From an optimization exercise on the open Yosys and OpenROAD flow, aimed at small area, a short achievable clock period and few clock cycles per item; shortcuts taken in it are not production practice.
At most, simulation tests tie the RTL to the original design; equivalence was not proved.
Power and IR drop assume default switching activity.

## v6
==> module exec_unit, before the edit <==
module exec_unit (
    input  int_pipe_pkg::instr_t    instr,
    input  int_pipe_pkg::word_t     rs_val,
    input  int_pipe_pkg::word_t     rt_val,
    input  logic                    sel_sum,
    input  logic                    sel_slt,
    input  logic                    sel_g,
    input  logic                    sel_p,
    input  logic                    sel_nor,
    input  logic                    sel_lui,
    input  logic                    sel_shr,
    input  logic                    sel_shl,
    input  logic                    sub,
    input  logic                    lt_signed,
    input  logic                    srcb_imm,
    input  logic                    srcb_zero,
    input  logic                    imm_sext,
    input  logic                    sft_var,
    input  logic                    sft_left,
    input  logic                    sft_arith,
    output int_pipe_pkg::word_t     result
);
    logic [15:0]          imm;
    int_pipe_pkg::word_t  srcb;
    int_pipe_pkg::word_t  bx;
    int_pipe_pkg::word_t  p;
    int_pipe_pkg::word_t  g;
    int_pipe_pkg::word_t  cy;
    int_pipe_pkg::word_t  sum;
    int_pipe_pkg::word_t  sft_in;
    int_pipe_pkg::word_t  sft_out;
    int_pipe_pkg::word_t  sft_rev;
    int_pipe_pkg::shamt_t sft_amt;
    logic                 lt;
    logic                 fill;
    assign imm  = instr[15:0];
    assign srcb = srcb_imm ? {{16{imm_sext & imm[15]}}, imm} : (rt_val & {32{!srcb_zero}});
    assign bx   = srcb ^ {32{sub}};
    assign p    = rs_val ^ bx;
    assign g    = rs_val & bx;
    always_comb
    begin
        logic [31:0] gg;
        logic [31:0] pp;
        gg    = g;
        pp    = p;
        gg[0] = g[0] | (p[0] & sub);
        for (int l = 0; l < 5; l++)
            for (int i = 0; i < 32; i++)
                if ((i >> l) & 1)
                begin
                    gg[i] = gg[i] | (pp[i] & gg[((i >> l) << l) - 1]);
                    pp[i] = pp[i] & pp[((i >> l) << l) - 1];
                end
        cy = {gg[30:0], sub};
    end
    assign sum = p ^ cy;
    assign lt = (rs_val[31] ^ srcb[31]) ? (lt_signed ? rs_val[31] : srcb[31]) : sum[31];
    assign sft_amt = sft_var ? rs_val[4:0] : instr[10:6];
    assign fill    = sft_arith & rt_val[31];
    always_comb
    begin
        for (int i = 0; i < 32; i++)
            sft_in[i] = sft_left ? rt_val[31 - i] : rt_val[i];
    end
    assign sft_out = 32'($signed({fill, sft_in}) >>> sft_amt);
    always_comb
    begin
        for (int i = 0; i < 32; i++)
            sft_rev[i] = sft_out[31 - i];
    end
    assign result = ({32{sel_sum}} & sum)
                  | ({32{sel_g}}   & g)
                  | ({32{sel_p}}   & p)
                  | ({32{sel_nor}} & ~(rs_val | srcb))
                  | ({32{sel_lui}} & {imm, 16'h0000})
                  | ({32{sel_slt}} & {31'b0, lt})
                  | ({32{sel_shr}} & sft_out)
                  | ({32{sel_shl}} & sft_rev);
endmodule
Settings: LEC_CHECK=0, ABC_AREA=1, CAP_MARGIN=20, CORE_MARGIN=2, CORE_UTILIZATION=50, SETUP_SLACK_MARGIN=2.75, SLEW_MARGIN=20; clock period 7.0 ns.
standard.sh (not shown) runs the stock make flow with config.mk's settings and CLKGATE_MAP_FILE= SYNTH_SCRIPT=/design/flow/synth_recipe.tcl, a recipe that flattens the netlist after the stock synthesis.
==> flow/flow/run.sh <==
#!/bin/bash
# The standard layout with three changes:
#  - synthesis maps with the ABC script in flow/abc_area.script (ABC_AREA=1
#    picks it up from a copy of the ORFS scripts folder; nothing else differs)
#  - the full and half adder cells are added to the don't-use list, so
#    synthesis leaves adders as plain gates for ABC to map
#  - the port buffers are the smallest plain buffer (buf_1) instead of the
#    default delay buffer
set -e
rm -rf scripts
cp -r "$FLOW_HOME/scripts" scripts
cp flow/abc_area.script scripts/abc_area.script
DU="$(cat flow/dont_use.txt)"
export BUFFER_PORTS_ARGS="-buffer_cell sky130_fd_sc_hd__buf_1"
bash standard.sh SCRIPTS_DIR="$PWD/scripts" "DONT_USE_CELLS=$DU" finish > standard.log 2>&1
==> flow/flow/abc_area.script <==
strash
dch
map -B 0.9
topo
==> flow/flow/dont_use.txt <==
sky130_fd_sc_hd__probe_p_8 sky130_fd_sc_hd__probec_p_8 sky130_fd_sc_hd__lpflow_bleeder_1 sky130_fd_sc_hd__lpflow_clkbufkapwr_1 sky130_fd_sc_hd__lpflow_clkbufkapwr_16 sky130_fd_sc_hd__lpflow_clkbufkapwr_2 sky130_fd_sc_hd__lpflow_clkbufkapwr_4 sky130_fd_sc_hd__lpflow_clkbufkapwr_8 sky130_fd_sc_hd__lpflow_clkinvkapwr_1 sky130_fd_sc_hd__lpflow_clkinvkapwr_16 sky130_fd_sc_hd__lpflow_clkinvkapwr_2 sky130_fd_sc_hd__lpflow_clkinvkapwr_4 sky130_fd_sc_hd__lpflow_clkinvkapwr_8 sky130_fd_sc_hd__lpflow_decapkapwr_12 sky130_fd_sc_hd__lpflow_decapkapwr_3 sky130_fd_sc_hd__lpflow_decapkapwr_4 sky130_fd_sc_hd__lpflow_decapkapwr_6 sky130_fd_sc_hd__lpflow_decapkapwr_8 sky130_fd_sc_hd__lpflow_inputiso0n_1 sky130_fd_sc_hd__lpflow_inputiso0p_1 sky130_fd_sc_hd__lpflow_inputiso1n_1 sky130_fd_sc_hd__lpflow_inputiso1p_1 sky130_fd_sc_hd__lpflow_inputisolatch_1 sky130_fd_sc_hd__lpflow_isobufsrc_1 sky130_fd_sc_hd__lpflow_isobufsrc_16 sky130_fd_sc_hd__lpflow_isobufsrc_2 sky130_fd_sc_hd__lpflow_isobufsrc_4 sky130_fd_sc_hd__lpflow_isobufsrc_8 sky130_fd_sc_hd__lpflow_isobufsrckapwr_16 sky130_fd_sc_hd__lpflow_lsbuf_lh_hl_isowell_tap_1 sky130_fd_sc_hd__lpflow_lsbuf_lh_hl_isowell_tap_2 sky130_fd_sc_hd__lpflow_lsbuf_lh_hl_isowell_tap_4 sky130_fd_sc_hd__lpflow_lsbuf_lh_isowell_4 sky130_fd_sc_hd__lpflow_lsbuf_lh_isowell_tap_1 sky130_fd_sc_hd__lpflow_lsbuf_lh_isowell_tap_2 sky130_fd_sc_hd__lpflow_lsbuf_lh_isowell_tap_4  sky130_fd_sc_hd__fa_1 sky130_fd_sc_hd__fa_2 sky130_fd_sc_hd__fa_4 sky130_fd_sc_hd__ha_1 sky130_fd_sc_hd__ha_2 sky130_fd_sc_hd__ha_4
Testbench counts of v6, summed over its fixed seeds: cycles 16,008, items 16,000.
Edits applied to the flow inputs when going from v6 to v7:
--- a/flow/design.v
+++ b/flow/design.v
@@ -148,18 +148,23 @@
         logic [31:0] gg;
         logic [31:0] pp;
         gg    = g;
         pp    = p;
         gg[0] = g[0] | (p[0] & sub);
         for (int l = 0; l < 5; l++)
-            for (int i = 0; i < 32; i++)
-                if ((i >> l) & 1)
-                begin
-                    gg[i] = gg[i] | (pp[i] & gg[((i >> l) << l) - 1]);
-                    pp[i] = pp[i] & pp[((i >> l) << l) - 1];
-                end
+            for (int i = (2 << l) - 1; i < 32; i += (2 << l))
+            begin
+                gg[i] = gg[i] | (pp[i] & gg[i - (1 << l)]);
+                pp[i] = pp[i] & pp[i - (1 << l)];
+            end
+        for (int l = 3; l >= 0; l--)
+            for (int i = (3 << l) - 1; i < 32; i += (2 << l))
+            begin
+                gg[i] = gg[i] | (pp[i] & gg[i - (1 << l)]);
+                pp[i] = pp[i] & pp[i - (1 << l)];
+            end
         cy = {gg[30:0], sub};
     end
     assign sum = p ^ cy;
     assign lt = (rs_val[31] ^ srcb[31]) ? (lt_signed ? rs_val[31] : srcb[31]) : sum[31];
     assign sft_amt = sft_var ? rs_val[4:0] : instr[10:6];
     assign fill    = sft_arith & rt_val[31];
Notes after the runs:
v7 ran to completion and came out clean on the timing, DRC and antenna checks. Cell area: v7 and v6 compared, lower one is v6. Area growth from synthesis to layout was lower in v6 than in v7. Comparing v7 and v6, the lower part of the total power dissipated in the clock network is on v7. v7: count of mapped cells out of synthesis is 134 lower than what v6 reported. Taking v6 as the reference point, the proportion of layout cells with a drive suffix above 1 of v7 rises by 9.4 points. Compared with v6, v7 shows non-clock buffer count higher by 17%. Diff v6 -> v7: final critical-path share of the clock period went up; wire length went up; utilization after layout went up.
Function not checked in v7: the RTL went through the layout flow alone.

[afterwards: timing with drivers on the ports]
How much do the figures lean on ideal ports? The routed layouts below were timed once more, with nothing changed but the port constraints. Step 1, drivers: a clkbuf_16 drives clk and a buf_2 each remaining input, both assumed. Step 2, shift: input delay + t, output delay - t, t = (earliest + latest rising clock arrival at the registers) / 2. This alone moves slack from input paths to output paths. a / b / c = ideal / step 1 / step 2; a / b = the first two.
| run | shift t [ns] | setup slack, ns | worst register clock-pin slew, ns |
|---|---|---|---|
| v6 | 0.347 | 2.839 / 2.861 / 2.515 | 0.07 / 0.07 |
| v7 | 0.341 | 2.639 / 2.663 / 2.322 | 0.07 / 0.07 |
After both steps every run listed still meets setup and hold. The setup slack of v6, which loses most, moves by +0.022 ns with the drivers and by -0.324 ns with both steps.
